Context: an optimization exercise on an open-source flow, tuned for small area, a short achievable clock period and few clock cycles. The choices shown serve that exercise and are no tape-out recipe. The RTL was checked by simulation tests, not by an equivalence proof against the original design. Power is estimated from default activity; no workload was simulated.

==> flow/run.sh <==
#!/bin/bash
set -euo pipefail
export BUFFER_PORTS_ARGS="-buffer_cell sky130_fd_sc_hd__buf_1"
bash standard.sh MATCH_CELL_FOOTPRINT=0 finish > standard_flow.log 2>&1
==> standard.sh <==
#!/bin/bash
# synth_recipe.tcl (not shown) runs the flow's synth.tcl, then flattens the netlist and writes it again
# the make line also repeats each setting of config.mk as NAME=value (left out here)
make -C /OpenROAD-flow-scripts/flow DESIGN_CONFIG=/design/flow/config.mk WORK_HOME=/design/flow/orfs CLKGATE_MAP_FILE= SYNTH_SCRIPT=/design/flow/synth_recipe.tcl "${@:-finish}"
==> config.mk <==
export PLATFORM = sky130hd
export DESIGN_NAME = hart_mem_sys
export DESIGN_NICKNAME = hart_mem_sys
export VERILOG_FILES = /design/flow/design.v
export SDC_FILE = /design/flow/constraint.sdc
export NUM_CORES = 4
export LEC_CHECK = 0
export CAP_MARGIN = 20
export CORE_MARGIN = 2
export CORE_UTILIZATION = 25
export PLACE_DENSITY = 0.6
export SETUP_SLACK_MARGIN = 2.5
export SLEW_MARGIN = 20
==> constraint.sdc <==
create_clock -name core_clock -period 6.0 [get_ports {i_clk}]
set_input_delay 1.2000 -clock core_clock [delete_from_list [all_inputs] [get_ports {i_clk}]]
set_output_delay 1.2000 -clock core_clock [all_outputs]
set_load 0.01 [all_outputs]
==> design.v <==
package hart_mem_pkg;
    typedef logic [32-1:0] word_t;
    typedef logic [4-1:0] byte_mask_t;
    typedef enum logic [1:0] {
        LS_BYTE = 2'd0,
        LS_HALF = 2'd1,
        LS_WORD = 2'd2
    } ls_size_e;
    typedef enum logic [1:0] {
        OWN_NONE   = 2'd0,
        OWN_ICACHE = 2'd1,
        OWN_DCACHE = 2'd2
    } bus_owner_e;
endpackage
`timescale 1ns/1ps
module hart_mem_sys (
    input  logic                   i_clk,
    input  logic                   i_rst_n,
    input  logic [31:0]            i_fetch_addr,
    output logic [31:0]            o_fetch_inst,
    output logic                   o_fetch_busy,
    input  logic                   i_ls_read,
    input  logic                   i_ls_write,
    input  logic [31:0]            i_ls_addr,
    input  logic [31:0]            i_ls_wdata,
    input  logic [1:0]             i_ls_size,
    input  logic                   i_ls_unsigned,
    output logic [31:0]            o_ls_rdata,
    output logic                   o_ls_trap,
    output logic                   o_ls_busy,
    output logic                   o_mem_ren,
    output logic                   o_mem_wen,
    output logic [31:0]            o_mem_addr,
    output logic [31:0]            o_mem_wdata,
    input  logic [31:0]            i_mem_rdata,
    input  logic                   i_mem_valid,
    input  logic                   i_mem_ready
);
    typedef enum logic [1:0] {
        RD_NONE  = 2'd0,
        RD_FETCH = 2'd1,
        RD_LOAD  = 2'd2,
        RD_STORE = 2'd3
    } rd_e;
    rd_e        rd_q, rd_d;
    logic [1:0] off_q;
    logic [1:0] size_q;
    logic       uns_q;
    always_ff @(posedge i_clk) begin
        if (!i_rst_n) rd_q <= RD_NONE;
        else          rd_q <= rd_d;
        off_q  <= i_ls_addr[1:0];
        size_q <= i_ls_size;
        uns_q  <= i_ls_unsigned;
    end
    logic rd_none, rd_f, rd_l, rd_s;
    logic is_byte, is_half, is_word, mis_q;
    assign rd_none = (rd_q == RD_NONE);
    assign rd_f    = (rd_q == RD_FETCH);
    assign rd_l    = (rd_q == RD_LOAD);
    assign rd_s    = (rd_q == RD_STORE);
    assign is_byte = (size_q == 2'd0);
    assign is_half = (size_q == 2'd1);
    assign is_word = size_q[1];
    assign mis_q   = (is_half && off_q[0]) || (is_word && (off_q != 2'b00));
    logic ls_turn_q, ls_turn_d;
    logic ls_sel, word_store, ls_done;
    always_ff @(posedge i_clk) begin
        if (!i_rst_n) ls_turn_q <= 1'b1;
        else          ls_turn_q <= ls_turn_d;
    end
    assign word_store = i_ls_write && i_ls_size[1] && (i_ls_addr[1:0] == 2'b00);
    assign ls_sel     = (i_ls_read || i_ls_write) && ls_turn_q;
    assign o_mem_wen  = i_mem_ready && ((rd_none && ls_turn_q && word_store) ||
                                        (rd_s && i_mem_valid && !mis_q));
    assign o_mem_ren  = i_mem_ready && ((rd_none && !(ls_turn_q && word_store)) ||
                                        (rd_l && i_mem_valid));
    assign o_mem_addr = ls_sel ? {i_ls_addr[31:2], 2'b00} : {i_fetch_addr[31:2], 2'b00};
    assign ls_done = (i_ls_read || i_ls_write) && !o_ls_busy;
    always_comb begin
        rd_d = rd_q;
        if (i_mem_valid) rd_d = RD_NONE;
        if (o_mem_ren) begin
            if (!ls_sel)         rd_d = RD_FETCH;
            else if (i_ls_write) rd_d = RD_STORE;
            else                 rd_d = RD_LOAD;
        end
        ls_turn_d = ls_turn_q;
        if (ls_done || (o_mem_ren && ls_sel && i_ls_read)) ls_turn_d = 1'b0;
        if (!o_fetch_busy) ls_turn_d = 1'b1;
    end
    assign o_fetch_inst = i_mem_rdata;
    assign o_fetch_busy = !(rd_f && i_mem_valid);
    assign o_ls_busy = !(o_mem_wen || ((rd_l || (rd_s && mis_q)) && i_mem_valid));
    assign o_ls_trap = mis_q && rd_q[1];
    logic [3:0] mask, sel_old, sel_own, sel_lo, sel_hi;
    always_comb begin
        if (is_byte)      mask = 4'b0001 << off_q;
        else if (is_half) mask = off_q[1] ? 4'b1100 : 4'b0011;
        else              mask = 4'b1111;
    end
    always_comb begin
        sel_old = 4'b0000;
        sel_own = 4'b1111;
        sel_lo  = 4'b0000;
        sel_hi  = 4'b0000;
        if (rd_s) begin
            sel_old = ~mask;
            sel_own = mask & (is_half ? 4'b0011 : 4'b0001);
            sel_lo  = mask & (is_half ? 4'b0100 : 4'b1110);
            sel_hi  = mask & (is_half ? 4'b1000 : 4'b0000);
        end
    end
    always_comb begin
        for (int k = 0; k < 4; k++) begin
            o_mem_wdata[8*k +: 8] = ({8{sel_old[k]}} & i_mem_rdata[8*k +: 8]) |
                                    ({8{sel_own[k]}} & i_ls_wdata[8*k +: 8]) |
                                    ({8{sel_lo[k]}}  & i_ls_wdata[7:0]) |
                                    ({8{sel_hi[k]}}  & i_ls_wdata[15:8]);
        end
    end
    logic [3:0] lo_sel, sign_b_sel, sign_h_sel;
    logic       sign_b, sign_bh;
    assign lo_sel     = 4'b0001 << off_q;
    assign sign_b_sel = (uns_q || !is_byte) ? 4'b0000 : lo_sel;
    assign sign_h_sel = (uns_q || !is_half) ? 4'b0000 : (off_q[1] ? 4'b1000 : 4'b0010);
    assign sign_b     = |(sign_b_sel & {i_mem_rdata[31], i_mem_rdata[23],
                                        i_mem_rdata[15], i_mem_rdata[7]});
    assign sign_bh    = |((sign_b_sel | sign_h_sel) & {i_mem_rdata[31], i_mem_rdata[23],
                                                       i_mem_rdata[15], i_mem_rdata[7]});
    always_comb begin
        o_ls_rdata[7:0]   = ({8{lo_sel[0]}} & i_mem_rdata[7:0]) |
                            ({8{lo_sel[1]}} & i_mem_rdata[15:8]) |
                            ({8{lo_sel[2]}} & i_mem_rdata[23:16]) |
                            ({8{lo_sel[3]}} & i_mem_rdata[31:24]);
        o_ls_rdata[15:8]  = ({8{!is_byte && !off_q[1]}} & i_mem_rdata[15:8]) |
                            ({8{!is_byte &&  off_q[1]}} & i_mem_rdata[31:24]) |
                            {8{sign_b}};
        o_ls_rdata[31:16] = ({16{is_word}} & i_mem_rdata[31:16]) | {16{sign_bh}};
    end
endmodule
==> results of run 1 <==
[sequential cells by signal, indices dropped and copies added (netlist names)]
name	count
rd_q	2
uns_q	1
ls_turn_q	1
size_q	2
off_q	2
[cell families after synthesis]
logic type	count (synthesis)
compound gates	86
mux	55
simple gates	55
buf+inv	53
flops	8
other cells	1
[worst max-delay path by stage]
| stage | end | cells past startpoint | slack, ps |
|---|---|---|---|
| 5_1_grt | o_ls_rdata[29] | 6 | 2400 |
| 2_1_floorplan | o_ls_rdata[21] | 5 | 2670 |
| 6_report | o_ls_rdata[31] | 6 | 2430 |
| 3_3_place_gp | o_ls_rdata[8] | 5 | 2100 |
| 4_1_cts | o_ls_rdata[30] | 6 | 2410 |
| 3_5_place_dp | o_ls_rdata[30] | 6 | 2050 |
[power groups by stage]
stage	clock network, uW	registers, uW	logic [uW]
floorplan	0	61.1	177
global placement	0	69.1	266
detailed placement	0	69.2	269
CTS	64.5	69.8	323
global route	67.3	71.2	365
finish	62.6	70.0	342
[final cells by class]
class,instances,area share
Timing Repair Buffer,283,0.392
Tap cell,108,0.0374
Inverter,3,0.00312
Multi-Input combinational cell,199,0.510
Clock buffer,3,0.0114
Sequential cell,8,0.0464
[metrics by stage]
stage	instance area, sq um	setup slack [ps]
after floorplan	2220	2670
after global placement	3000	2100
after detailed placement	3000	2050
after CTS	3470	2410
after global routing	3610	2400
final	3610	2430
[tightest hold or removal path, cell delays in order, from the launching register on]
cell	delay, ps
dfxtp_1	380
nand2b_1	120
a21boi_0	70
[cell usage in the layout (no fill, tap or decap), types with 5 or more instances in the layout]
cell / count
a21o_1: 8
a21oi_1: 20
a221o_1: 16
a22o_1: 17
buf_1: 223
buf_2: 10
buf_4: 11
buf_6: 24
clkbuf_2: 9
dfxtp_1: 6
mux2_2: 25
mux2_4: 14
mux2i_1: 8
mux4_2: 8
nand2_1: 14
nand2_2: 6
nor2_1: 5
nor2b_1: 10
o21ai_2: 9
[layer usage]
metal  vias up  routed length [um]  track usage
met5         -                   0            0
met4         0                 461       0.0887
met3        23                 849       0.0293
met2       206                6190        0.429
li1       1433                   -            -
met1      1502                4070        0.242
[repair_timing]
action,4_1_cts,5_1_grt
pin swaps,7,4
gates cloned,3,0
setup endpoints to repair,86,61
gates resized for setup,128,50
buffers inserted,11,3
==> run notes, run 1 <==
status=no timing/DRC/antenna violations; Num CTS Buffers=3; delay-heaviest family, CP=compound AO/OA/AOI/OAI gates; Hold Path Sink=rd_q[0]; Final nets=635; FF+latch count, synth=8; clock-pin slew on the worst setup and hold paths=40 ps; DR DRC count=0; area of the mapped netlist=0.00221 sq mm; most common cell in the netlist=mux2_2; Rows=34; routability cong.=0.844; post-synthesis compound-gate area fraction=0.296; Synth top area share=0.193; drt wl/cell=19.2 um; Worst Tran Pin Value=706 ps; Seq pwr share=0.148; post-synth cell types=42; drt first pass iters=4; via count=3164; post-synthesis mux area share=0.318; H-tree Lvls=1; Initial Utilization=0.256; LEAKAGE=~0.0015 uW; Slew Viols, Final=0; sw frac=0.425; Synth Area in Simple Gates=0.142; Worst Path Max Fanout=8; Post-DP HPWL=8600 um; Final Util=0.418; post-synthesis xor/xnor area fraction=0; worst r2r src=off_q[1]; Register Area=168 sq um; Top FF cell, synth=dfxtp_1; Syn. warnings=1; die footprint=0.00963 sq mm; Post-Layout Cell Count=604; Pwr Total=about 470 uW; # diodes=0; Buf/Inv on CP=2; PwrDens=131 mW/mm^2; multi-input logic area=0.00184 sq mm; Post-synth EDFFs=0; Hold-fix buffers, CTS=0; CP arrival=roughly 2400 ps; layout cells sized above 1=0.288; DRT iter0 DRCs=128; Core Area=0.00864 sq mm; Clk pwr share=0.132; Clock Skews=~4.5 ps; final WL=11600 um; Max-cap violations=0; kind of critical path=input port to output pin; IO Count=270; die height=98.1 um; sequential share of the synthesized area=0.0723; Final Cycle Share=0.595; Final Setup Violations=0; power share of the combinational group=0.720; startpoint types=input port; I/O Buffers=265; Inst Count DP=roughly 580; # fillers=892; minimum clock period=3570 ps; CTS max path bufs=2; crit-path cells=buf_12 -> mux2_4 -> a221o_2 -> nand2_4 -> nand2_1 -> clkbuf_2; worst vdd ir=between 0.09 and 0.1 mV; Final Hold Fails=0; leading area contributor after synthesis=mux2_2; P_int=273 uW; RSZ-0062 raised after global routing=true; first-pass GRT wire length=16700 um; Max stage delay on crit path=430 ps; CP max-delay cell=a221o_2; clk root buf=clkbuf_8; Critical Path Start=i_mem_rdata[23]; CTS Sinks=8; CP endpoint kind=output pin; Net Switching=202 uW; Async SR Flop Fraction=0; TritonCTS clock tree=yes; Avg Cell Area, Syn=8.58 sq um; Commonest cells post-synth=mux2_2 (38), buf_4 (36), a21oi_1 (20); Synth Instances=258; type of the worst min-delay path=register to register; largest family of logic cells by synthesized area=multiplexers; ranking of synthesized cells by area=mux2_2 (19%), buf_4 (12%), mux4_2 (8.1%); via/cell ratio=5.24; worst r2r dst=ls_turn_q; CP Data Required Time=around 4800 ps; largest net degree at the start of global routing=28; fmax=280 MHz; DRT antenna net count=0; Layout area overhead=63.2%; hold wc startpoint=rd_q[0]; Slew headroom=0.529; initial antenna violation count=0; GRT Total Usage=0.222; reg2reg path depth=5; die width=about 98 um; number of global-route vias before repair=3003; Hold Path Stages=2; GRT overflow=0; r2r setup slk=4240 ps; Fin Hold WS=627 ps; post-synthesis adder-cell area fraction=0; Final TNS setup=0 ps; later-pin clock latency in the skew report=220 ps
Testbench counts, summed over its fixed seeds: cycles 137,032.
==> run 2, diff against run 1 <==
--- a/config.mk
+++ b/config.mk
@@ -5,9 +5,10 @@
 export SDC_FILE = /design/flow/constraint.sdc
 export NUM_CORES = 4
 export LEC_CHECK = 0
+export ABC_AREA = 1
 export CAP_MARGIN = 20
 export CORE_MARGIN = 2
 export CORE_UTILIZATION = 25
 export PLACE_DENSITY = 0.6
-export SETUP_SLACK_MARGIN = 2.5
+export SETUP_SLACK_MARGIN = 2.4
 export SLEW_MARGIN = 20
==> run notes, run 2 <==
status=no timing/DRC/antenna violations; Initial Utilization=0.255; PwrDens=132 mW/mm^2; LEAKAGE=0.00151 uW; most common cell in the netlist=nand2_1; DRT iter0 DRCs=~150; Synth top area share=0.457; layout cells sized above 1=0.0612; type of the worst min-delay path=register to register; Final Setup Violations=0; CP arrival=2290 ps; Slew headroom=0.614; area of the mapped netlist=0.00222 sq mm; drt wl/cell=14.7 um; DRT antenna net count=0; grt met1 use=0.238; CTS Sinks=8; CTS max path bufs=2; Net Switching=218 uW; clk root buf=clkbuf_8; IO Count=270; most frequent cells in the layout=nand2_1 (269), buf_1 (263), nand3_1 (37); Slew Viols, Final=0; Core Area=a little under 0.009 sq mm; number of global-route vias before repair=3417; I/O Buffers=between 200 and 300; clock-pin slew on the worst setup and hold paths=40 ps; Rows=34; initial antenna violation count=0; Seq pwr share=0.152; sequential share of the synthesized area=0.0723; routing usage on met2=0.479; CP endpoint kind=output pin; CP Data Required Time=4800 ps; ranking of synthesized cells by area=nand2_1 (46%), buf_4 (12%), nand3_1 (8.4%); sw frac=0.513; Worst Tran Pin Value=577 ps; Post-synth EDFFs=0; GRT Total Usage=0.228; P_int=207 uW; fmax=approximately 290 MHz; RSZ-0062 raised after global routing=false; drt first pass iters=6; Commonest cells post-synth=nand2_1 (270), nand3_1 (37), buf_4 (34); Synth Instances=~450; Avg Cell Area, Syn=4.91 sq um; H-tree Lvls=1; Layout area overhead=45.6%; Clk pwr share=0.149; die footprint=0.00963 sq mm; Pwr Total=426 uW; via count=3718; met3 GRT Util=0.0236; largest net degree at the start of global routing=24; Num CTS Buffers=3; die width=98.1 um; power share of the combinational group=0.700; Top FF cell, synth=dfxtp_1; GRT overflow=0; via/cell ratio=between 4 and 5; commonest non-fill, non-tap cell in the layout=nand2_1; TritonCTS clock tree=yes; FF+latch count, synth=8; Hold-fix buffers, CTS=0; Syn. warnings=1; final WL=~12000 um; Clock Skews=1.41 ps; routability cong.=~0.85; worst vdd ir=0.0745 mV; die height=between 90 and 100 um; # diodes=0; minimum clock period=3490 ps; Top Registers=off_q: 2 flops, rd_q: 2 flops, size_q: 2 flops; Final TNS setup=0 ps; GR peak layer=met2; first-pass GRT wire length=17500 um; later-pin clock latency in the skew report=220 ps; kind of critical path=input port to output pin; Max-cap violations=0; Final Util=0.372; Final nets=825; post-synth cell types=30; Final Cycle Share=0.581; Worst Path Max Fanout=4; DR DRC count=0; Async SR Flop Fraction=0; Post-DP HPWL=9630 um; leading area contributor after synthesis=nand2_1; startpoint types=input port; Final Hold Fails=0
## run 2: cell count changes after synthesis, sizes merged, moves of 7 or more
cell and change:
mux2i -8, a21oi -16, nand2 +252, nand3 +36, mux4 -8, nand4 +9
o2111ai +7, inv +24, mux2 -39, a221o -17, a22o -17, a21o -7
nor2 +8, nor2b -10
## run 2: what timing repair did
action	4_1_cts	5_1_grt
gates resized for setup	7	5
gates cloned	2	0
setup buffers	7	1
endpoints found under the setup margin	30	45
## run 2: worst paths after layout
check | start | to | slack, ps | cells past startpoint
max | i_mem_valid | o_mem_ren | 2510 | 5
min | rd_q[1] | rd_q[1] | 540 | 2
max reg2reg | size_q[1] | ls_turn_q | 4490 | 9
min reg2reg | rd_q[1] | rd_q[1] | 540 | 2
## run 2: cells by family (layout without fill, tap and decap cells)
family,Yosys count,count (layout),share of synthesized area
flops,8,8,0.0723
other cells,1,2,0.00169
buf+inv,73,307,0.190
simple gates,340,340,0.638
compound gates,29,29,0.0983
## run 2: cell type report
type	instances	area (sq um)
Clock buffer	3	41.3
Fill cell	1041	5450
Inverter	27	105
Multi-Input combinational cell	371	1650
Sequential cell	8	161
Tap cell	108	135
Timing Repair Buffer	276	1130
Timing Repair inverter	1	7.51
## run 2: stage by stage
step | hold slack (ps) | worst slack, ps | instances | cell area [sq um]
after floorplan | 493 | 2740 | 452 | 2220
after global placement | 533 | 1980 | 781 | 3050
after detailed placement | 532 | 1980 | 781 | 3050
after CTS | 538 | 2430 | 793 | 3200
after global routing | 561 | 2410 | 794 | 3230
final | 536 | 2510 | 794 | 3230
## run 2: layer usage
layer / up-vias / part of all wire
met5: - / 0
met4: 0 / 0.016
met3: 12 / 0.070
met2: 193 / 0.56
met1: 1654 / 0.35
li1: 1859 / -
## run 2: critical path, cell delays in order
cell and delay [ps]:
buf_1 140, nand2_1 80, or2_2 290, a21boi_0 370
buf_1 210
## run 2: power by group through the flow
stage                     Combinational, uW  Sequential, uW  Clock, uW
after floorplan                         166            61.5          0
after global placement                  276            64.8          0
after detailed placement                277            64.8          0
after CTS                               299            64.3       65.4
after global routing                    331            65.3       67.8
final                                   298            64.5       63.3
==> run 3, diff against run 2 <==
--- a/config.mk
+++ b/config.mk
@@ -9,6 +9,7 @@
 export CAP_MARGIN = 20
 export CORE_MARGIN = 2
 export CORE_UTILIZATION = 25
-export PLACE_DENSITY = 0.6
-export SETUP_SLACK_MARGIN = 2.4
+export CTS_BUF_LIST = sky130_fd_sc_hd__clkbuf_2
+export PLACE_DENSITY = 0.8
+export SETUP_SLACK_MARGIN = 2.5
 export SLEW_MARGIN = 20
==> run notes, run 3 <==
status=no timing/DRC/antenna violations; die width=98.1 um; crit-path cells=buf_1 -> or2_4 -> nand2_4 -> buf_12 -> clkinvlp_4 -> buf_6 -> nand2_1 -> nand2_1 -> buf_2; PwrDens=124 mW/mm^2; Layout area overhead=45.6%; startpoint types=input port; Clock Skews=2.10 ps; Synth top area share=0.457; sequential share of the synthesized area=0.0723; Slew Viols, Final=0; layout cells sized above 1=0.0789; FF+latch count, synth=8; r2r setup slk=4460 ps; delay-heaviest family, CP=buffers and inverters; Final nets=823; clk root buf=clkbuf_2; post-synthesis adder-cell area fraction=0; worst r2r dst=ls_turn_q; clock-pin slew on the worst setup and hold paths=70 ps; routability cong.=slightly above 0.9; Synth Area in Simple Gates=0.638; Seq pwr share=0.162; # diodes=0; Final Hold Fails=0; stages on the worst setup path=9; GRT Total Usage=0.238; Commonest cells post-synth=nand2_1 (270), nand3_1 (37), buf_4 (34); Worst Path Max Fanout=16; leading area contributor after synthesis=nand2_1; Critical Path End=o_mem_addr[31]; CP max-delay cell=or2_4; Worst Tran Pin Value=~750 ps; DRT antenna net count=0; DR DRC count=0; Buf/Inv on CP=5; GRT overflow=0; post-synthesis compound-gate area fraction=0.0982; number of global-route vias before repair=3363; Net Switching=220 uW; Core Area=around 0.0087 sq mm; later-pin clock latency in the skew report=230 ps; Post-synth EDFFs=0; post-synth cell types=30; Synth Instances=between 400 and 500; Rows=34; RSZ-0062 raised after global routing=true; post-synthesis xor/xnor area fraction=0; CTS max path bufs=2; worst r2r src=size_q[1]; Top Registers=off_q: 2 flops, rd_q: 2 flops, size_q: 2 flops; largest net degree at the start of global routing=24; initial antenna violation count=0; Final Setup Violations=0; worst vdd ir=0.136 mV; Final Cycle Share=0.570; die height=98.1 um; final WL=12200 um; most frequent cells in the layout=nand2_1 (268), buf_1 (250), nand3_1 (37); fmax=just under 300 MHz; commonest non-fill, non-tap cell in the layout=nand2_1; Max-cap violations=0; CP arrival=~2200 ps; IO Count=270; CP endpoint kind=output pin; TritonCTS clock tree=yes; power share of the combinational group=0.760; P_int=180 uW; Syn. warnings=1; largest family of logic cells by synthesized area=simple AND/OR/NAND/NOR gates; Initial Utilization=0.255; area of the mapped netlist=0.00222 sq mm; type of the worst min-delay path=register to register; most frequent cell on the critical path=nand2_1; minimum clock period=about 3400 ps; H-tree Lvls=1; Avg Cell Area, Syn=4.91 sq um; kind of critical path=input port to output pin; drt wl/cell=15.4 um; CTS Sinks=8; I/O Buffers=265; Post-DP HPWL=9960 um; Async SR Flop Fraction=0; Num CTS Buffers=3; DRT iter0 DRCs=~140; Max stage delay on crit path=260 ps; most common cell in the netlist=nand2_1; Final Util=0.372; sw frac=0.550; Critical Path Start=i_ls_read; Top FF cell, synth=dfxtp_1; via/cell ratio=4.73; first-pass GRT wire length=17700 um; Final TNS setup=0 ps; via count=3750; die footprint=0.00963 sq mm; Slew headroom=0.501; Hold-fix buffers, CTS=0; Clk pwr share=0.078; drt first pass iters=5; CP Data Required Time=4800 ps; Hold Path Stages=4; LEAKAGE=0.00154 uW; ranking of synthesized cells by area=nand2_1 (46%), buf_4 (12%), nand3_1 (8.4%); post-synthesis mux area share=0; reg2reg path depth=9
run 3: cell types whose count changed in the layout (fill, tap and decap cells not counted), moves of 2 or more:
| cell | delta |
|---|---|
| clkbuf_2 | +14 |
| buf_1 | -13 |
| clkbuf_8 | -3 |
| buf_4 | -3 |
| buf_2 | +2 |
run 3: stage by stage:
step	std cells	worst slack [ps]	hold WS, ps	instance area [sq um]	total power [uW]
2_1_floorplan	452	2740	493	2220	228
3_3_place_gp	780	1990	512	3040	343
6_report	792	2580	581	3230	400
5_1_grt	792	2480	593	3230	436
4_1_cts	791	2500	572	3180	400
3_5_place_dp	780	1960	524	3040	344
run 3: how the worst min path moves through the flow:
stage / slack (ps) / startpoint / to
after floorplan: 490 / rd_q[1] / rd_q[1]
after global placement: 510 / rd_q[1] / rd_q[1]
after detailed placement: 520 / rd_q[1] / rd_q[1]
after CTS: 570 / rd_q[1] / rd_q[1]
after global routing: 590 / rd_q[1] / rd_q[1]
final: 580 / ls_turn_q / ls_turn_q
run 3: power groups by stage:
stage               logic (uW)  clock network (uW)  registers (uW)
floorplan                  166                   0            61.5
global placement           278                   0            64.8
detailed placement         279                   0            64.9
CTS                        302                33.0            64.8
global route               335                35.6            65.6
finish                     304                31.2            64.8
run 3: area by class of cell:
type | count | area (sq um)
Sequential cell | 8 | 161
Multi-Input combinational cell | 371 | 1670
Fill cell | 1019 | 5450
Tap cell | 108 | 135
Timing Repair inverter | 1 | 7.51
Timing Repair Buffer | 274 | 1130
Inverter | 27 | 105
Clock buffer | 3 | 15.0
run 3: logic make-up after synthesis:
logic type,after synthesis
DFF,8
AOI/OAI and AO/OA,29
and+or+nand+nor,340
buffers and inverters,73
other,1
run 3: layer usage:
| metal | GRT usage | part of all wire |
|---|---|---|
| met5 | 0 | 0 |
| met4 | 0.0769 | 0.040 |
| met3 | 0.0279 | 0.086 |
| met2 | 0.489 | 0.56 |
| met1 | 0.243 | 0.32 |
run 3: worst min-delay path: stages (launching register included):
cell and delay (ps):
dfxtp_1 350, nand2_1 70, inv_1 30, nand2_1 40, nand2_1 50
run 3: repair_timing:
action,4_1_cts,5_1_grt
pin swaps,1,0
cloned,2,0
setup endpoints to repair,69,49
endpoints found under the hold margin,0,0
gates resized for setup,22,11
setup buffers,6,1
==> run 4, diff against run 3 <==
--- a/config.mk
+++ b/config.mk
@@ -11,5 +11,5 @@
 export CORE_UTILIZATION = 25
 export CTS_BUF_LIST = sky130_fd_sc_hd__clkbuf_2
 export PLACE_DENSITY = 0.8
-export SETUP_SLACK_MARGIN = 2.5
+export SETUP_SLACK_MARGIN = 2.6
 export SLEW_MARGIN = 20
==> run notes, run 4 <==
status=no timing/DRC/antenna violations; power share of the combinational group=0.795; pre-CTS WS=approximately 2000 ps; number of global-route vias before repair=3543; minimum clock period=3520 ps; Num CTS Buffers=3; P_int=220 uW; die height=98.1 um; worst vdd ir=0.108 mV; Hold Path Sink=rd_q[1]; CP Data Required Time=~4800 ps; Commonest cells post-synth=nand2_1 (270), nand3_1 (37), buf_4 (34); Worst Path Max Fanout=8; post-synth cell types=30; die width=98.1 um; met3 wire length=a little over 1000 um; fmax=284 MHz; CP max-delay cell=or2_4; die footprint=0.00963 sq mm; Synth top area share=0.457; Slew Viols, Final=0; Core Area=0.00868 sq mm; Final nets=slightly above 800; drt first pass iters=4; clock-pin slew on the worst setup and hold paths=70 ps; Setup WS post-layout=~2500 ps; CP arrival=2320 ps; DRT iter0 DRCs=142; Max stage delay on crit path=250 ps; worst r2r src=rd_q[0]; Final Setup Violations=0; most frequent cells in the layout=buf_1 (229), nand2_1 (223), nand2_2 (40); Max-cap violations=0; Final TNS setup=0 ps; PwrDens=130 mW/mm^2; Seq pwr share=0.138; Clock Skews=roughly 4.2 ps; layout cells sized above 1=0.183; drt wl/cell=16.6 um; LEAKAGE=0.00171 uW; initial antenna violation count=1; Post-DP HPWL=9960 um; Avg Cell Area, Syn=4.91 sq um; IO Count=270; FF+latch count, synth=8; TritonCTS clock tree=yes; DR DRC count=0; largest net degree at the start of global routing=24; area of the mapped netlist=0.00222 sq mm; most common cell in the netlist=nand2_1; type of the worst min-delay path=register to register; r2r setup slk=between 4000 and 5000 ps; Hold Path Stages=2; Fin Hold WS=579 ps; I/O Buffers=265; Rows=34; final WL=between 10000 and 15000 um; via count=3930; Initial Utilization=0.255; crit-path cells=buf_6 -> or2_4 -> nand2_4 -> buf_12 -> clkinvlp_4 -> clkbuf_16 -> nand2_4 -> nand2_2 -> buf_6; Clk pwr share=0.067; H-tree Lvls=1; met2 wire length=7320 um; routability cong.=about 0.91; sequential share of the synthesized area=0.0723; DRT antenna net count=0; Top Registers=off_q: 2 flops, rd_q: 2 flops, size_q: 2 flops; Synth Instances=451; startpoint types=input port; first-pass GRT wire length=18900 um; leading area contributor after synthesis=nand2_1; Final Hold Fails=0; GRT Total Usage=0.252; Post-synth EDFFs=0; Top Metal Used=met4; Layout area overhead=62.4%; reg2reg path depth=9; RSZ-0062 raised after global routing=true; M1 WL=about 4200 um; Top FF cell, synth=dfxtp_1; via/cell ratio=between 4 and 5; hold wc startpoint=rd_q[1]; kind of critical path=input port to output pin; GRT overflow=0; Critical Path Start=i_ls_write; Hold-fix buffers, CTS=0; Net Switching=248 uW; Slew headroom=0.488; Final Cycle Share=0.587; commonest non-fill, non-tap cell in the layout=buf_1; Async SR Flop Fraction=0; ranking of synthesized cells by area=nand2_1 (46%), buf_4 (12%), nand3_1 (8.4%); clk root buf=clkbuf_2; Worst Tran Pin Value=765 ps; later-pin clock latency in the skew report=about 230 ps; worst r2r dst=ls_turn_q; CTS Sinks=8; Syn. warnings=1; CTS max path bufs=2; sw frac=0.530; CP endpoint kind=output pin
-- run 4: changes by cell type in the layout (fill, tap and decap cells not counted), moves of 3 or more --
| cell | change |
|---|---|
| nand2_4 | +9 |
| buf_4 | +3 |
| clkbuf_2 | -5 |
| buf_6 | +20 |
| nand2_2 | +36 |
| buf_2 | +7 |
| nand2_1 | -45 |
| buf_1 | -21 |
-- run 4: how the worst max path moves through the flow --
stage                     endpoint  cells past startpoint
floorplan           o_mem_addr[10]                      5
global placement    o_mem_addr[23]                      8
detailed placement  o_mem_addr[23]                      8
CTS                 o_mem_addr[10]                      9
global route         o_mem_addr[2]                      9
finish              o_mem_addr[26]                      9
-- run 4: critical path: cells and delay by family --
kind	cells	cell delay (ps)
buffers and inverters	5	640
and+or+nand+nor	4	460
-- run 4: area by class of cell --
class,count,area (sq um)
antenna,1,2.50
clock buffer,3,15.0
tap,108,135
sequential,8,164
multi-input combinational,371,1840
timing repair buffer,279,1330
fill,955,5080
inverter,27,105
timing repair inverter,1,7.51
-- run 4: logic make-up after synthesis --
group	Yosys count	synth area share
and+or+nand+nor	340	0.638
buffers and inverters	73	0.190
AOI/OAI and AO/OA	29	0.0983
DFF	8	0.0723
other	1	0.00169
-- run 4: metal layers --
| metal | track usage | vias up |
|---|---|---|
| li1 | - | 1866 |
| met1 | 0.255 | 1773 |
| met5 | 0 | - |
| met2 | 0.514 | 259 |
| met3 | 0.0258 | 32 |
| met4 | 0.109 | 0 |
-- run 4: power by group through the flow --
stage | Combinational [uW] | Clock [uW] | Sequential (uW)
5_1_grt | 399 | 35.9 | 65.4
3_5_place_dp | 279 | 0 | 64.9
3_3_place_gp | 278 | 0 | 64.8
4_1_cts | 341 | 33.0 | 64.8
6_report | 373 | 31.4 | 64.5
2_1_floorplan | 166 | 0 | 61.5
-- run 4: per-stage QoR --
stage	std cells	power (uW)	util	cell area [sq um]
after floorplan	452	228	-	2220
after global placement	780	343	0.350	3040
after detailed placement	780	344	0.350	3040
after CTS	795	439	0.395	3420
after global routing	798	501	0.415	3600
final	798	469	0.415	3600
-- run 4: what timing repair did --
item | in CTS | in global routing
gates cloned | 3 | 1
pin swaps | 13 | 10
setup buffers | 9 | 1
setup endpoints to repair | 87 | 61
gates resized for setup | 103 | 64
==> run 5, diff against run 4 <==
--- a/config.mk
+++ b/config.mk
@@ -5,11 +5,11 @@
 export SDC_FILE = /design/flow/constraint.sdc
 export NUM_CORES = 4
 export LEC_CHECK = 0
-export ABC_AREA = 1
+export ABC_AREA = 0
 export CAP_MARGIN = 20
 export CORE_MARGIN = 2
 export CORE_UTILIZATION = 25
 export CTS_BUF_LIST = sky130_fd_sc_hd__clkbuf_2
 export PLACE_DENSITY = 0.8
-export SETUP_SLACK_MARGIN = 2.6
+export SETUP_SLACK_MARGIN = 2.5
 export SLEW_MARGIN = 20
==> run notes, run 5 <==
status=no timing/DRC/antenna violations; Post-synth EDFFs=0; DR DRC count=0; Max-cap violations=0; via/cell ratio=around 5.4; I/O Buffers=between 200 and 300; Final Util=0.410; die height=98.1 um; met3 wire length=994 um; Clock Skews=5.62 ps; Hold Path Sink=rd_q[0]; sequential share of the synthesized area=0.0723; type of the worst min-delay path=register to register; reg2reg path depth=5; Syn. warnings=1; CTS Sinks=8; Rows=34; Final TNS setup=0 ps; IO Count=270; Worst Tran Pin Value=766 ps; CP Data Required Time=4800 ps; crit-path cells=buf_8 -> mux2_4 -> a221o_1 -> nand2_4 -> nand2_1 -> buf_2; Top Registers=off_q: 2 flops, rd_q: 2 flops, size_q: 2 flops; worst r2r src=size_q[1]; # diodes=0; worst vdd ir=between 0.07 and 0.08 mV; largest net degree at the start of global routing=33; GRT Total Usage=0.228; Final nets=633; delay-heaviest family, CP=compound AO/OA/AOI/OAI gates; Top FF cell, synth=dfxtp_1; Buf/Inv on CP=2; Synth top area share=0.193; DRT antenna net count=0; first-pass GRT wire length=16900 um; DRT iter0 DRCs=198; GRT overflow=0; routability cong.=~0.86; met2 wire length=6660 um; number of global-route vias before repair=~2900; CP max-delay cell=a221o_1; Synth Instances=258; leading area contributor after synthesis=mux2_2; PwrDens=125 mW/mm^2; die footprint=0.00963 sq mm; Async SR Flop Fraction=0; TritonCTS clock tree=yes; M1 WL=4250 um; die width=98.1 um; area of the mapped netlist=between 0.002 and 0.0025 sq mm; CTS max path bufs=2; ranking of synthesized cells by area=mux2_2 (19%), buf_4 (12%), mux4_2 (8.1%); Core Area=0.00864 sq mm; startpoint types=input port; most common cell in the netlist=mux2_2; Avg Cell Area, Syn=~8.6 sq um; Slew Viols, Final=0; Final Cycle Share=0.596; most frequent cells in the layout=buf_1 (219), mux2_2 (27), a21oi_1 (20), clkbuf_2 (20), buf_6 (18); layout cells sized above 1=0.289; commonest non-fill, non-tap cell in the layout=buf_1; Hold Path Stages=2; drt wl/cell=around 20 um; Slew headroom=0.489; Worst Path Max Fanout=8; LEAKAGE=about 0.0015 uW; RSZ-0062 raised after global routing=true; fmax=280 MHz; post-synth cell types=42; clock-pin slew on the worst setup and hold paths=90 ps; Initial Utilization=0.256; Max stage delay on crit path=roughly 410 ps; r2r setup slk=4280 ps; Top Metal Used=met4; Placed Area=about 0.003 sq mm; minimum clock period=3580 ps; FF+latch count, synth=8; Final Hold Fails=0; CP arrival=2380 ps; hold wc startpoint=rd_q[0]; CP endpoint kind=output pin; H-tree Lvls=1; Final Setup Violations=0; Commonest cells post-synth=mux2_2 (38), buf_4 (36), a21oi_1 (20); Post-DP HPWL=9250 um; later-pin clock latency in the skew report=240 ps; via count=3261; drt first pass iters=5; initial antenna violation count=0; final WL=12200 um; worst r2r dst=ls_turn_q; clk root buf=clkbuf_2; final instance area=0.00354 sq mm; kind of critical path=input port to output pin; Layout area overhead=59.9%; Num CTS Buffers=3
run 5: area by class of cell:
cell class | instances | area, sq um
flip-flops and latches | 8 | 168
multi-input cells | 199 | 1830
inverters | 3 | 11.3
repair buffers | 281 | 1380
clock buffers | 3 | 15.0
well taps | 108 | 135
fillers | 876 | 5090
run 5: cells by family after synthesis:
group | count (synthesis) | synth area share
compound gates | 86 | 0.296
buf+inv | 53 | 0.170
flops | 8 | 0.0723
mux | 55 | 0.318
other cells | 1 | 0.00169
simple gates | 55 | 0.142
run 5: report_power, final:
| part | internal, uW | switching (uW) | leakage, uW |
|---|---|---|---|
| Combinational | 166 | 176 | 0.00138 |
| Clock | 13.6 | 20.9 | 0.0000125 |
| Sequential | 56.7 | 10.6 | 0.0000677 |
run 5: tightest hold or removal path, stage by stage (launching register included):
cell      delay [ps]
dfxtp_1          410
nand2b_1         100
a21boi_0          70
run 5: repair_timing:
action                                  in CTS  in global routing
gates resized for setup                     73                 87
endpoints found under the hold margin        0                  0
gates cloned                                 1                  3
hold buffers                                 0                  0
pin swaps                                    6                  5
buffers inserted                             8                  2
endpoints found under the setup margin      86                 75
run 5: per-stage QoR:
stage,hold WS (ps),setup WS (ps),std cells,total power [uW]
CTS,599,2440,597,399
global route,662,2400,602,471
detailed placement,583,2180,585,342
finish,621,2420,602,444
global placement,580,2170,585,340
floorplan,525,2670,259,238
run 5: routing by layer:
metal	global-route usage	vias to the layer above
li1	-	1439
met1	0.257	1553
met2	0.450	242
met3	0.0293	27
met4	0.0491	0
met5	0	-
run 5: worst max path at each step:
stage / from / to / slack [ps] / cells past startpoint
2_1_floorplan: i_mem_rdata[23] / o_ls_rdata[21] / 2670 / 5
3_5_place_dp: i_mem_rdata[15] / o_ls_rdata[17] / 2180 / 6
3_3_place_gp: i_mem_rdata[15] / o_ls_rdata[17] / 2170 / 6
6_report: i_mem_rdata[23] / o_ls_rdata[25] / 2420 / 6
4_1_cts: i_mem_rdata[23] / o_ls_rdata[17] / 2440 / 6
5_1_grt: i_mem_rdata[23] / o_ls_rdata[29] / 2400 / 6
==> run 6, diff against run 5 <==
--- a/config.mk
+++ b/config.mk
@@ -5,11 +5,11 @@
 export SDC_FILE = /design/flow/constraint.sdc
 export NUM_CORES = 4
 export LEC_CHECK = 0
-export ABC_AREA = 0
+export ABC_AREA = 1
 export CAP_MARGIN = 20
 export CORE_MARGIN = 2
 export CORE_UTILIZATION = 25
 export CTS_BUF_LIST = sky130_fd_sc_hd__clkbuf_2
-export PLACE_DENSITY = 0.8
+export PLACE_DENSITY = 0.6
 export SETUP_SLACK_MARGIN = 2.5
 export SLEW_MARGIN = 20
==> run notes, run 6 <==
status=no timing/DRC/antenna violations; Max-cap violations=0; CP endpoint kind=output pin; area of the mapped netlist=0.00222 sq mm; met3 wire length=883 um; most frequent cells in the layout=nand2_1 (269), buf_1 (254), nand3_1 (37); die footprint=0.00963 sq mm; later-pin clock latency in the skew report=about 230 ps; GRT overflow=0; TritonCTS clock tree=yes; # fillers=1043; hold wc startpoint=rd_q[1]; Top FF cell, synth=dfxtp_1; Synth Instances=between 400 and 500; GRT Total Usage=0.229; Post-DP HPWL=slightly below 10000 um; worst vdd ir=0.0565 mV; CP max-delay cell=or2_4; Max stage delay on crit path=250 ps; Async SR Flop Fraction=0; number of global-route vias before repair=3432; I/O Buffers=265; Final TNS setup=0 ps; Final Cycle Share=0.570; Initial Utilization=0.255; most common cell in the netlist=nand2_1; PwrDens=~120 mW/mm^2; initial antenna violation count=0; FF+latch count, synth=8; minimum clock period=~3400 ps; CP Data Required Time=about 4800 ps; worst r2r src=size_q[1]; Final Hold Fails=0; kind of critical path=input port to output pin; post-synth cell types=30; CP arrival=2220 ps; sequential share of the synthesized area=0.0723; Clock Skews=4.80 ps; worst r2r dst=ls_turn_q; routability cong.=0.845; Avg Cell Area, Syn=4.91 sq um; LEAKAGE=0.00153 uW; final WL=11700 um; layout cells sized above 1=0.0757; Post-synth EDFFs=0; commonest non-fill, non-tap cell in the layout=nand2_1; die height=98.1 um; Num CTS Buffers=3; Top Metal Used=met4; via/cell ratio=4.72; Slew headroom=0.603; Hold Path Stages=2; DRT antenna net count=0; r2r setup slk=~4500 ps; Final Setup Violations=0; first-pass GRT wire length=between 15000 and 20000 um; Core Area=0.00868 sq mm; leading area contributor after synthesis=nand2_1; RSZ-0062 raised after global routing=true; CTS Sinks=8; met2 wire length=6550 um; IO Count=270; reg2reg path depth=9; Commonest cells post-synth=nand2_1 (270), nand3_1 (37), buf_4 (34); Syn. warnings=1; Hold Path Sink=rd_q[1]; clock-pin slew on the worst setup and hold paths=70 ps; Final nets=approximately 830; Worst Tran Pin Value=593 ps; startpoint types=input port; ranking of synthesized cells by area=nand2_1 (46%), buf_4 (12%), nand3_1 (8.4%); Top Registers=off_q: 2 flops, rd_q: 2 flops, size_q: 2 flops; Rows=34; Critical Path Start=i_ls_write; fmax=292 MHz; drt wl/cell=14.7 um; Worst Path Max Fanout=16; crit-path cells=buf_1 -> or2_4 -> nand2_4 -> buf_12 -> clkinvlp_4 -> buf_8 -> nand2_1 -> nand2_1 -> buf_2; Inst Count DP=just under 800; M1 WL=4070 um; DR DRC count=0; CTS max path bufs=2; Post-Layout Cell Count=about 800; type of the worst min-delay path=register to register; via count=3755; Synth top area share=0.457; largest net degree at the start of global routing=24; most frequent cell on the critical path=nand2_1; DRT iter0 DRCs=around 170; Slew Viols, Final=0; H-tree Lvls=1; # diodes=0; Layout area overhead=46.1%; clk root buf=clkbuf_2; drt first pass iters=4; die width=98.1 um
## run 6: changes by cell type after synthesis, sizes merged, moves of 10 or more
| cell | delta |
|---|---|
| nor2b | -10 |
| a221o | -17 |
| a21oi | -16 |
| mux2 | -39 |
| inv | +24 |
| a22o | -17 |
| nand3 | +36 |
| nand2 | +252 |
## run 6: stage by stage
stage | hold slack [ps] | cell area (sq um) | setup slack, ps | total power (uW) | utilization
finish | 544 | 3240 | 2580 | 399 | 0.373
global placement | 533 | 3050 | 1980 | 341 | 0.351
floorplan | 493 | 2220 | 2740 | 228 | -
detailed placement | 532 | 3050 | 1980 | 342 | 0.351
CTS | 543 | 3200 | 2530 | 400 | 0.369
global route | 569 | 3240 | 2490 | 438 | 0.373
## run 6: metal layers
layer	vias to the layer above	track usage
li1	1867	-
met4	0	0.0527
met5	-	0
met2	189	0.480
met1	1687	0.238
met3	12	0.0236
## run 6: power by group
part | switching [uW] | internal, uW | total, uW
Combinational | 193 | 111 | 303
Clock | 17.5 | 13.6 | 31.2
Sequential | 7.11 | 57.0 | 64.1
Total | 217 | 182 | 399
## run 6: layout make-up
type / count / area (sq um) / share of cell area
Inverter: 27 / 105 / 0.0325
Clock buffer: 3 / 15.0 / 0.00464
Timing Repair Buffer: 277 / 1150 / 0.355
Timing Repair inverter: 1 / 7.51 / 0.00232
Multi-Input combinational cell: 371 / 1660 / 0.514
Tap cell: 108 / 135 / 0.0417
Sequential cell: 8 / 161 / 0.0499
## run 6: worst max-delay path by stage
stage | end | slack, ps | cells after the start
after floorplan | o_mem_addr[10] | 2740 | 5
after global placement | o_mem_addr[21] | 1980 | 8
after detailed placement | o_mem_addr[21] | 1980 | 8
after CTS | o_mem_addr[22] | 2530 | 8
after global routing | o_mem_addr[19] | 2490 | 9
final | o_mem_addr[19] | 2580 | 9
## run 6: logic make-up (layout without fill, tap and decap cells)
family                 after synthesis  after routing  share of synthesized area
other                                1              2                    0.00169
buffers and inverters               73            308                      0.190
DFF                                  8              8                     0.0723
AOI/OAI and AO/OA                   29             29                     0.0983
and+or+nand+nor                    340            340                      0.638
## run 6: repair_timing
item,CTS,global route
cloned,2,0
resized for setup,15,11
hold buffers,0,0
hold endpoints to repair,0,0
buffers inserted,8,1
pin swaps,1,1
setup endpoints to repair,50,44
## run 6: worst max-delay path: cells and delay by family
kind	cells	cell delay, ps
buffers and inverters	5	590
AND/OR/NAND/NOR	4	440
==> run 7, diff against run 6 <==
==> flow/run.sh (replaced) <==
#!/bin/bash
# The standard layout (the standard.sh, unchanged synthesis) with:
# - ports buffered with plain buf_1 cells (upsized by the resizer where
#   timing needs it) instead of delay cells;
# - the resizer free to swap a cell for one of another footprint;
# - a PRE_FLOORPLAN hook (flow/restructure.tcl) that re-maps the
#   synthesized combinational logic for area with OpenROAD's restructure.
# standard.sh's output goes to standard_flow.log; ORFS keeps each step's
# log under orfs/logs.
set -euo pipefail
here=$(pwd)
export BUFFER_PORTS_ARGS="-buffer_cell sky130_fd_sc_hd__buf_1"
bash standard.sh MATCH_CELL_FOOTPRINT=0 PRE_FLOORPLAN_TCL=$here/flow/restructure.tcl finish > standard_flow.log 2>&1
==> flow/restructure.tcl (new file) <==
# PRE_FLOORPLAN hook: re-map the synthesized combinational logic for area
# with OpenROAD's restructure (ABC). Registers are not touched.
set rmp_dir $::env(OBJECTS_DIR)/rmp
file mkdir $rmp_dir
puts "restructure: area before"
report_design_area
remove_buffers
restructure -target area -liberty_file $::env(LIB_FILES) \
  -tielo_port sky130_fd_sc_hd__conb_1/LO -tiehi_port sky130_fd_sc_hd__conb_1/HI \
  -work_dir $rmp_dir -abc_logfile $rmp_dir/abc.log
puts "restructure: area after"
report_design_area
--- a/config.mk
+++ b/config.mk
@@ -9,7 +9,6 @@
 export CAP_MARGIN = 20
 export CORE_MARGIN = 2
 export CORE_UTILIZATION = 25
-export CTS_BUF_LIST = sky130_fd_sc_hd__clkbuf_2
 export PLACE_DENSITY = 0.6
 export SETUP_SLACK_MARGIN = 2.5
 export SLEW_MARGIN = 20
==> run notes, run 7 <==
status=stopped before the end; Stopped at=2_1_floorplan; error message=[ERROR EST-0104] inconsistent parasitics state; Avg Cell Area, Syn=5.86 sq um; Synth Instances=207; Syn. warnings=1; Initial Utilization=0.258; die width=73.6 um; die height=approximately 74 um; area of the mapped netlist=0.00121 sq mm; Rows=25
==> run 8, diff against run 7 <==
--- a/design.v
+++ b/design.v
@@ -12,6 +12,32 @@
         OWN_DCACHE = 2'd2
     } bus_owner_e;
 endpackage
+`timescale 1ns/1ps
+module addr_sel_ls (
+    input  logic i_read,
+    input  logic i_write,
+    input  logic i_turn,
+    output logic o_sel
+);
+    assign o_sel = (i_read || i_write) && i_turn;
+endmodule
+module addr_sel_fetch (
+    input  logic i_read,
+    input  logic i_write,
+    input  logic i_turn,
+    output logic o_sel
+);
+    assign o_sel = !((i_read || i_write) && i_turn);
+endmodule
+module addr_mux (
+    input  logic [29:0] i_ls,
+    input  logic [29:0] i_fetch,
+    input  logic        i_sel_ls,
+    input  logic        i_sel_fetch,
+    output logic [29:0] o_addr
+);
+    assign o_addr = (i_ls & {30{i_sel_ls}}) | (i_fetch & {30{i_sel_fetch}});
+endmodule
 `timescale 1ns/1ps
 module hart_mem_sys (
     input  logic                   i_clk,
@@ -70,12 +96,22 @@
         else          ls_turn_q <= ls_turn_d;
     end
     assign word_store = i_ls_write && i_ls_size[1] && (i_ls_addr[1:0] == 2'b00);
-    assign ls_sel     = (i_ls_read || i_ls_write) && ls_turn_q;
+    logic sel_fetch;
+    addr_sel_ls u_sel_ls (
+        .i_read(i_ls_read), .i_write(i_ls_write), .i_turn(ls_turn_q), .o_sel(ls_sel)
+    );
+    addr_sel_fetch u_sel_fetch (
+        .i_read(i_ls_read), .i_write(i_ls_write), .i_turn(ls_turn_q), .o_sel(sel_fetch)
+    );
     assign o_mem_wen  = i_mem_ready && ((rd_none && ls_turn_q && word_store) ||
                                         (rd_s && i_mem_valid && !mis_q));
     assign o_mem_ren  = i_mem_ready && ((rd_none && !(ls_turn_q && word_store)) ||
                                         (rd_l && i_mem_valid));
-    assign o_mem_addr = ls_sel ? {i_ls_addr[31:2], 2'b00} : {i_fetch_addr[31:2], 2'b00};
+    addr_mux u_addr_mux (
+        .i_ls(i_ls_addr[31:2]), .i_fetch(i_fetch_addr[31:2]),
+        .i_sel_ls(ls_sel), .i_sel_fetch(sel_fetch), .o_addr(o_mem_addr[31:2])
+    );
+    assign o_mem_addr[1:0] = 2'b00;
     assign ls_done = (i_ls_read || i_ls_write) && !o_ls_busy;
     always_comb begin
         rd_d = rd_q;
==> flow/run.sh (replaced) <==
#!/bin/bash
set -euo pipefail
export BUFFER_PORTS_ARGS="-buffer_cell sky130_fd_sc_hd__buf_1"
bash standard.sh MATCH_CELL_FOOTPRINT=0 finish > standard_flow.log 2>&1
--- a/config.mk
+++ b/config.mk
@@ -5,10 +5,13 @@
 export SDC_FILE = /design/flow/constraint.sdc
 export NUM_CORES = 4
 export LEC_CHECK = 0
-export ABC_AREA = 1
+export ABC_AREA = 0
 export CAP_MARGIN = 20
 export CORE_MARGIN = 2
 export CORE_UTILIZATION = 25
-export PLACE_DENSITY = 0.6
+export CTS_BUF_LIST = sky130_fd_sc_hd__clkbuf_2
+export PLACE_DENSITY = 0.8
 export SETUP_SLACK_MARGIN = 2.5
 export SLEW_MARGIN = 20
+export SYNTH_HIERARCHICAL = 1
+export SYNTH_MINIMUM_KEEP_SIZE = 0
removed: flow/restructure.tcl
==> run notes, run 8 <==
# diodes=0; final instance area=0.00319 sq mm; sw frac=0.503; final WL=11600 um; RSZ-0062 raised after global routing=true; startpoint types=input port; TritonCTS clock tree=yes; drt first pass iters=4; power share of the combinational group=0.739; Syn. warnings=7; CTS Sinks=8; Num CTS Buffers=3; via/cell ratio=5.47; Layout area overhead=47.5%; CP arrival=2540 ps; CTS max path bufs=2; Slew headroom=0.297; Rows=33; FF+latch count, synth=8; status=no timing/DRC/antenna violations; sequential share of the synthesized area=0.0741; Inst Count DP=586; Avg Cell Area, Syn=8.06 sq um; kind of critical path=input port to output pin; IO Count=270; PwrDens=121 mW/mm^2; post-synth cell types=44; initial antenna violation count=0; Worst Tran Pin Value=1050 ps; die width=between 90 and 100 um; Core Area=0.00830 sq mm; Final Cycle Share=0.623; minimum clock period=between 3000 and 4000 ps; Final Hold Fails=0; Placed Area=0.00292 sq mm; GRT Total Usage=0.224; largest net degree at the start of global routing=27; CP Data Required Time=4800 ps; Setup WS post-layout=roughly 2300 ps; P_int=192 uW; first-pass GRT wire length=around 17000 um; # fillers=892; Top Registers=off_q: 2 flops, rd_q: 2 flops, size_q: 2 flops; fmax=268 MHz; Final Setup Violations=0; Worst Path Max Fanout=15; layout cells sized above 1=0.122; die footprint=0.00940 sq mm; drt wl/cell=19.4 um; die height=97.0 um; Clk pwr share=0.081; number of global-route vias before repair=approximately 3100; Synth top area share=0.186; Max-cap violations=0; clk root buf=clkbuf_2; most common cell in the netlist=a22o_1; Net Switching=about 190 uW; Post-Layout Cell Count=597; Final nets=between 600 and 700; via count=between 3000 and 4000; CP endpoint kind=output pin; Final TNS setup=0 ps; Commonest cells post-synth=a22o_1 (46), buf_4 (34), nand2_1 (20); DRT iter0 DRCs=around 190; routability cong.=0.987; Top FF cell, synth=dfxtp_1; Clock Skews=roughly 7.4 ps; ranking of synthesized cells by area=a22o_1 (19%), buf_4 (12%), mux4_2 (8.3%); I/O Buffers=265; H-tree Lvls=1; DR DRC count=0; GRT overflow=0; later-pin clock latency in the skew report=around 230 ps; Fin Hold WS=642 ps; commonest non-fill, non-tap cell in the layout=buf_1; Slew Viols, Final=0; Initial Utilization=0.260; Post-synth EDFFs=0; leading area contributor after synthesis=a22o_1; most frequent cells in the layout=buf_1 (251), a22o_1 (46), nand2_1 (19); type of the worst min-delay path=register to register; LEAKAGE=0.00118 uW; pre-CTS WS=1780 ps; DRT antenna net count=0; clock-pin slew on the worst setup and hold paths=80 ps; Synth Instances=268; area of the mapped netlist=0.00216 sq mm; Post-DP HPWL=between 8000 and 9000 um; Seq pwr share=0.179; worst vdd ir=0.102 mV; Async SR Flop Fraction=0; Hold-fix buffers, CTS=0
[run 8: repair_timing]
action / in CTS / in global routing
resized for setup: 61 / 6
pin swaps: 4 / 1
setup endpoints to repair: 86 / 62
gates cloned: 2 / 0
setup buffers: 5 / 1
[run 8: final timing paths]
| kind | startpoint | to | slack (ps) | cells past startpoint |
|---|---|---|---|---|
| worst min-delay path | rd_q[0] | rd_q[0] | 640 | 2 |
| worst max register to register | ls_turn_q | ls_turn_q | 4360 | 4 |
| worst max-delay path | i_mem_rdata[23] | o_ls_rdata[16] | 2260 | 7 |
| worst min register to register | rd_q[0] | rd_q[0] | 640 | 2 |
[run 8: layout make-up]
class | instances | area, sq um | share of cell area
tap | 105 | 131 | 0.0412
inverter | 5 | 18.8 | 0.00589
clock buffer | 3 | 15.0 | 0.00471
timing repair buffer | 272 | 1130 | 0.356
sequential | 8 | 165 | 0.0518
multi-input combinational | 204 | 1720 | 0.540
[run 8: through the flow]
stage                     power (uW)   util
final                            386  0.384
after global routing             413  0.384
after CTS                        383  0.380
after detailed placement         329  0.352
after global placement           327  0.352
after floorplan                  232      -
[run 8: layer usage]
metal / vias to the layer above / wire length [um] / GRT usage
met3: 22 / 1050 / 0.0361
met5: - / 0 / 0
li1: 1470 / - / -
met4: 0 / 170 / 0.0563
met2: 255 / 6170 / 0.434
met1: 1519 / 4180 / 0.251
[run 8: cells by family (layout without fill, tap and decap cells)]
family / count (synthesis) / count (layout) / share of synthesized area
AOI/OAI and AO/OA: 118 / 120 / 0.431
muxes: 25 / 25 / 0.169
and+or+nand+nor: 57 / 57 / 0.137
DFF: 8 / 8 / 0.0741
buffers and inverters: 59 / 280 / 0.186
other: 1 / 2 / 0.00174
[run 8: power groups by stage]
stage               combinational, uW  clock (uW)  sequential, uW
floorplan                         172           0            60.0
global placement                  259           0            68.0
detailed placement                261           0            68.1
CTS                               281        32.4            69.2
global route                      306        36.4            70.3
finish                            286        31.5            69.2
[run 8: modules after synthesis (local to each module, per instance)]
module	copies in the design	area, sq um	flops+latches
hart_mem_sys	1	1840	8
addr_mux	1	312	0
addr_sel_ls	1	7.51	0
addr_sel_fetch	1	5.00	0
[run 8: critical path, cell delays in order]
cell	delay (ps)
buf_6	110
mux2_4	260
a221o_1	340
a32oi_4	220
buf_12	180
o21ai_0	90
buf_1	140
Testbench counts of run 8, summed over its fixed seeds: cycles 137,032.
==> run 9, diff against run 8 <==
--- a/config.mk
+++ b/config.mk
@@ -5,13 +5,14 @@
 export SDC_FILE = /design/flow/constraint.sdc
 export NUM_CORES = 4
 export LEC_CHECK = 0
-export ABC_AREA = 0
+export ABC_AREA = 1
 export CAP_MARGIN = 20
 export CORE_MARGIN = 2
 export CORE_UTILIZATION = 25
 export CTS_BUF_LIST = sky130_fd_sc_hd__clkbuf_2
 export PLACE_DENSITY = 0.8
-export SETUP_SLACK_MARGIN = 2.5
+export SETUP_SLACK_MARGIN = 2.65
 export SLEW_MARGIN = 20
 export SYNTH_HIERARCHICAL = 1
 export SYNTH_MINIMUM_KEEP_SIZE = 0
+export TNS_END_PERCENT = 0
==> run notes, run 9 <==
status=no timing/DRC/antenna violations; worst vdd ir=0.108 mV; Synth Area in Simple Gates=0.569; post-synthesis adder-cell area fraction=0; post-synthesis xor/xnor area fraction=0; delay-heaviest family, CP=buffers and inverters; CP arrival=2160 ps; Slew Viols, Final=0; area of the mapped netlist=0.00226 sq mm; Final Hold Fails=0; Clock Skews=1.19 ps; GRT overflow=0; CP Data Required Time=4800 ps; fmax=roughly 300 MHz; pre-CTS WS=2040 ps; DRT antenna net count=0; H-tree Lvls=1; clk root buf=clkbuf_2; Setup WS post-layout=2640 ps; layout cells sized above 1=0.0691; Async SR Flop Fraction=0; GRT Total Usage=0.236; initial antenna violation count=0; type of the worst min-delay path=register to register; Num CTS Buffers=3; Syn. warnings=7; Avg Cell Area, Syn=5.04 sq um; worst r2r dst=ls_turn_q; Commonest cells post-synth=nand2_1 (243), buf_4 (35), inv_1 (35), nand3_1 (35), o21ai_0 (16); IO Count=between 200 and 300; reg2reg path depth=10; hold wc startpoint=rd_q[1]; DRT iter0 DRCs=102; leading area contributor after synthesis=nand2_1; Max stage delay on crit path=180 ps; ranking of synthesized cells by area=nand2_1 (40%), buf_4 (12%), nand3_1 (7.7%); kind of critical path=input port to output pin; first-pass GRT wire length=18000 um; crit-path cells=buf_2 -> nand2_1 -> nand2_1 -> inv_1 -> a21boi_2 -> nor2_4 -> buf_12 -> o21ai_0 -> buf_1; I/O Buffers=265; CTS max path bufs=2; Top FF cell, synth=dfxtp_1; minimum clock period=3360 ps; largest net degree at the start of global routing=24; number of global-route vias before repair=3442; largest family of logic cells by synthesized area=simple AND/OR/NAND/NOR gates; Core Area=0.00876 sq mm; via/cell ratio=4.76; die footprint=0.00984 sq mm; Final Setup Violations=0; RSZ-0062 raised after global routing=true; later-pin clock latency in the skew report=230 ps; Synth top area share=0.403; sequential share of the synthesized area=0.0707; die height=99.2 um; Initial Utilization=0.258; most frequent cells in the layout=buf_1 (257), nand2_1 (242), inv_1 (35), nand3_1 (35), o21ai_0 (15); Register Area=161 sq um; Hold Path Sink=rd_q[1]; post-synth cell types=28; clock-pin slew on the worst setup and hold paths=70 ps; Post-DP HPWL=~10000 um; post-synthesis mux area share=0; routability cong.=between 0.9 and 1; worst r2r src=size_q[1]; drt wl/cell=15.5 um; multi-input logic area=0.00166 sq mm; FF+latch count, synth=8; r2r setup slk=4430 ps; Rows=34; startpoint types=input port; TritonCTS clock tree=yes; CP endpoint kind=output pin; Max-cap violations=0; final WL=~12000 um; # diodes=0; CTS Sinks=8; Final TNS setup=0 ps; Synth Instances=449; Final nets=819; Top Registers=off_q: 2 flops, rd_q: 2 flops, size_q: 2 flops; Buf/Inv on CP=4; DR DRC count=0; Worst Path Max Fanout=15; Critical Path Start=i_mem_rdata[23]; CP max-delay cell=a21boi_2; PwrDens=roughly 120 mW/mm^2; via count=3747; Post-synth EDFFs=0; LEAKAGE=0.00154 uW; drt first pass iters=5; commonest non-fill, non-tap cell in the layout=buf_1; Layout area overhead=42.0%; most common cell in the netlist=nand2_1; Final Cycle Share=0.559; die width=99.2 um; most frequent cell on the critical path=nand2_1; post-synthesis compound-gate area fraction=0.131; Hold Path Stages=2; # fillers=1012
==> run 9: power by group <==
| part | switching [uW] | internal, uW | total (uW) |
|---|---|---|---|
| Sequential | 8.73 | 57.0 | 65.7 |
| Clock | 17.0 | 13.6 | 30.6 |
| Combinational | 194 | 105 | 299 |
==> run 9: routing by layer <==
layer  share of wire  track usage  up-vias  wire length [um]
met3           0.070       0.0197       31               860
met1            0.33        0.234     1651              3990
met5               0            0        -                 0
met4           0.051        0.115        0               631
met2            0.55        0.483      220              6780
li1                -            -     1845                 -
==> run 9: cell families after synthesis <==
kind of cell           after synthesis
and+or+nand+nor                    312
buffers and inverters               84
DFF                                  8
other                                1
AOI/OAI and AO/OA                   44
==> run 9: per-stage QoR <==
step,total power [uW],cell area [sq um],util,cells,hold WS [ps]
detailed placement,340,3030,0.346,777,513
global route,431,3220,0.367,788,606
floorplan,235,2270,-,450,468
global placement,339,3030,0.346,777,502
finish,395,3220,0.367,788,579
CTS,393,3180,0.363,787,579
==> run 9: repair_timing <==
action,in CTS,in global routing
setup buffers,5,1
hold buffers,0,0
pin swaps,4,2
endpoints found under the setup margin,63,62
cloned,2,0
gates resized for setup,14,10
==> run 9: worst max path at each step <==
stage                endpoint  depth (start not counted)  slack [ps]
6_report       o_ls_rdata[22]                          9        2640
5_1_grt        o_ls_rdata[20]                          9        2550
4_1_cts        o_ls_rdata[22]                          9        2640
3_5_place_dp   o_mem_addr[20]                          6        2040
3_3_place_gp   o_mem_addr[20]                          6        2030
2_1_floorplan  o_mem_addr[10]                          5        2940
==> run 9: layout make-up <==
| class | count | area share |
|---|---|---|
| well taps | 108 | 0.0420 |
| clock buffers | 3 | 0.00467 |
| flip-flops and latches | 8 | 0.0502 |
| multi-input cells | 360 | 0.516 |
| repair buffers | 271 | 0.343 |
| inverters | 38 | 0.0444 |
==> run 9: per-module statistics from Yosys (local to each module, per instance) <==
module          cells inside  copies in the design  flops+latches  cell area, sq um
addr_sel_fetch             1                     1              0              5.00
addr_sel_ls                3                     1              0              11.3
addr_mux                  96                     1              0               405
hart_mem_sys             349                     1              8              1840
==> run 9: worst reg2reg max path: cells and delay by family, from the launching register on <==
kind                   cells  cell delay (ps)
buffers and inverters      1              190
and+or+nand+nor            9              770
DFF                        1              550
==> run 10, diff against run 9 <==
--- a/config.mk
+++ b/config.mk
@@ -8,11 +8,10 @@
 export ABC_AREA = 1
 export CAP_MARGIN = 20
 export CORE_MARGIN = 2
-export CORE_UTILIZATION = 25
+export CORE_UTILIZATION = 30
 export CTS_BUF_LIST = sky130_fd_sc_hd__clkbuf_2
 export PLACE_DENSITY = 0.8
-export SETUP_SLACK_MARGIN = 2.65
+export SETUP_SLACK_MARGIN = 2.5
 export SLEW_MARGIN = 20
 export SYNTH_HIERARCHICAL = 1
 export SYNTH_MINIMUM_KEEP_SIZE = 0
-export TNS_END_PERCENT = 0
==> run notes, run 10 <==
number of global-route vias before repair=3322; FF+latch count, synth=8; via/cell ratio=4.88; Placed Area=0.00302 sq mm; grt met1 use=0.250; DRT iter0 DRCs=209; Async SR Flop Fraction=0; die width=90.9 um; die height=90.9 um; worst r2r src=ls_turn_q; worst r2r dst=ls_turn_q; Max-cap violations=0; most frequent cell on the critical path=nand2_1; final WL=11400 um; status=no timing/DRC/antenna violations; routability cong.=0.915; CTS max path bufs=2; layout cells sized above 1=0.0590; LEAKAGE=0.00150 uW; Post-DP HPWL=9090 um; Commonest cells post-synth=nand2_1 (243), buf_4 (35), inv_1 (35), nand3_1 (35), o21ai_0 (16); initial antenna violation count=0; Slew Viols, Final=0; P_int=about 170 uW; met3 GRT Util=0.0284; Worst Path Max Fanout=8; Initial Utilization=0.311; Top Registers=off_q: 2 flops, rd_q: 2 flops, size_q: 2 flops; TritonCTS clock tree=yes; via count=between 3000 and 4000; sequential share of the synthesized area=0.0707; post-synthesis mux area share=0; CP arrival=2260 ps; die footprint=0.00826 sq mm; DRT antenna net count=0; Hold Path Sink=rd_q[1]; Final TNS setup=0 ps; CP max-delay cell=nor2_2; area of the mapped netlist=around 0.0023 sq mm; drt wl/cell=14.7 um; ranking of synthesized cells by area=nand2_1 (40%), buf_4 (12%), nand3_1 (7.7%); Max stage delay on crit path=approximately 330 ps; reg2reg path depth=7; final instance area=0.00316 sq mm; Hold Path Stages=2; GRT Total Usage=0.254; I/O Buffers=265; DR DRC count=0; H-tree Lvls=1; fmax=between 200 and 300 MHz; Rows=31; type of the worst min-delay path=register to register; Synth top area share=0.403; sw frac=0.559; later-pin clock latency in the skew report=approximately 240 ps; hold wc startpoint=rd_q[1]; leading area contributor after synthesis=nand2_1; worst vdd ir=0.0874 mV; Hold-fix buffers, CTS=0; crit-path cells=buf_1 -> nand2_1 -> nand2_1 -> inv_1 -> a21boi_4 -> nor2_2 -> nand2_1 -> buf_1; post-synthesis xor/xnor area fraction=0; Seq pwr share=0.170; kind of critical path=input port to output pin; Top FF cell, synth=dfxtp_1; Post-synth EDFFs=0; Final Setup Violations=0; largest net degree at the start of global routing=24; Final Hold Fails=0; drt first pass iters=5; Synth Area in Simple Gates=0.569; post-synthesis compound-gate area fraction=0.131; post-synthesis adder-cell area fraction=0; Layout area overhead=39.4%; Net Switching=roughly 210 uW; Synth Instances=449; GRT overflow=0; r2r setup slk=roughly 4500 ps; PwrDens=122 mW/mm^2; CP Data Required Time=4800 ps; IO Count=270; first-pass GRT wire length=16500 um; Final Util=0.433; Clock Skews=9.39 ps; minimum clock period=~3500 ps; Avg Cell Area, Syn=5.04 sq um; power share of the combinational group=0.748; routing usage on met2=0.502; Final nets=817; post-synth cell types=28; Syn. warnings=7; RSZ-0062 raised after global routing=true; CP endpoint kind=output pin; Clk pwr share=0.082; CTS Sinks=8; clk root buf=clkbuf_2; Final Cycle Share=0.576; Num CTS Buffers=3; clock-pin slew on the worst setup and hold paths=70 ps; # fillers=839; commonest non-fill, non-tap cell in the layout=buf_1; most frequent cells in the layout=buf_1 (262), nand2_1 (242), inv_1 (35), nand3_1 (35), o21ai_0 (16); Core Area=0.00729 sq mm; # diodes=0; startpoint types=input port; largest family of logic cells by synthesized area=simple AND/OR/NAND/NOR gates; GR peak layer=met2; most common cell in the netlist=nand2_1
[run 10: routing by layer]
metal,share of wire,wire length [um],up-vias
li1,-,-,1848
met1,0.32,3650,1651
met2,0.53,6060,252
met3,0.079,895,40
met4,0.069,791,0
met5,0,0,-
[run 10: worst max path at each step]
stage / startpoint / end / slack (ps) / cells past startpoint
final: i_mem_rdata[23] / o_ls_rdata[19] / 2540 / 8
after global routing: i_mem_rdata[23] / o_ls_rdata[24] / 2470 / 8
after CTS: i_mem_rdata[31] / o_ls_rdata[11] / 2510 / 6
after detailed placement: i_ls_write / o_mem_addr[11] / 2060 / 6
after global placement: i_ls_write / o_mem_addr[11] / 2070 / 6
after floorplan: i_ls_write / o_mem_addr[10] / 2940 / 5
[run 10: modules after synthesis, one instance, submodules excluded]
module,area (sq um),cells inside
addr_sel_fetch,5.00,1
addr_sel_ls,11.3,3
hart_mem_sys,1840,349
addr_mux,405,96
[run 10: power by group through the flow]
stage | sequential, uW | clock [uW] | combinational (uW)
6_report | 65.3 | 31.7 | 287
5_1_grt | 65.9 | 35.6 | 318
4_1_cts | 64.3 | 32.3 | 281
3_5_place_dp | 64.6 | 0 | 271
3_3_place_gp | 64.6 | 0 | 270
2_1_floorplan | 61.7 | 0 | 174
[run 10: final cells by class]
| type | instances | area [sq um] | area share |
|---|---|---|---|
| clock buffer | 3 | 15.0 | 0.00476 |
| inverter | 38 | 143 | 0.0452 |
| multi-input combinational | 361 | 1670 | 0.528 |
| sequential | 8 | 161 | 0.0511 |
| tap | 99 | 124 | 0.0392 |
| timing repair buffer | 268 | 1050 | 0.331 |
[run 10: cell families after synthesis]
logic type	after synthesis
compound gates	44
flops	8
simple gates	312
other cells	1
buf+inv	84
[run 10: per-stage QoR]
step / hold WS, ps / total power [uW] / worst slack (ps) / instances
global placement: 509 / 334 / 2070 / 768
floorplan: 468 / 235 / 2940 / 450
finish: 575 / 384 / 2540 / 777
detailed placement: 504 / 336 / 2060 / 768
CTS: 556 / 378 / 2510 / 774
global route: 595 / 420 / 2470 / 777
[run 10: timing repair]
action	CTS	global route
endpoints found under the setup margin	30	47
gates cloned	2	1
endpoints found under the hold margin	0	0
resized for setup	5	9
setup buffers	1	2
pin swaps	2	2
[run 10: worst max-delay path, delay by kind of cell]
| family | cells | cell delay (ps) |
|---|---|---|
| and+or+nand+nor | 4 | 570 |
| AOI/OAI and AO/OA | 1 | 90 |
| buffers and inverters | 3 | 390 |
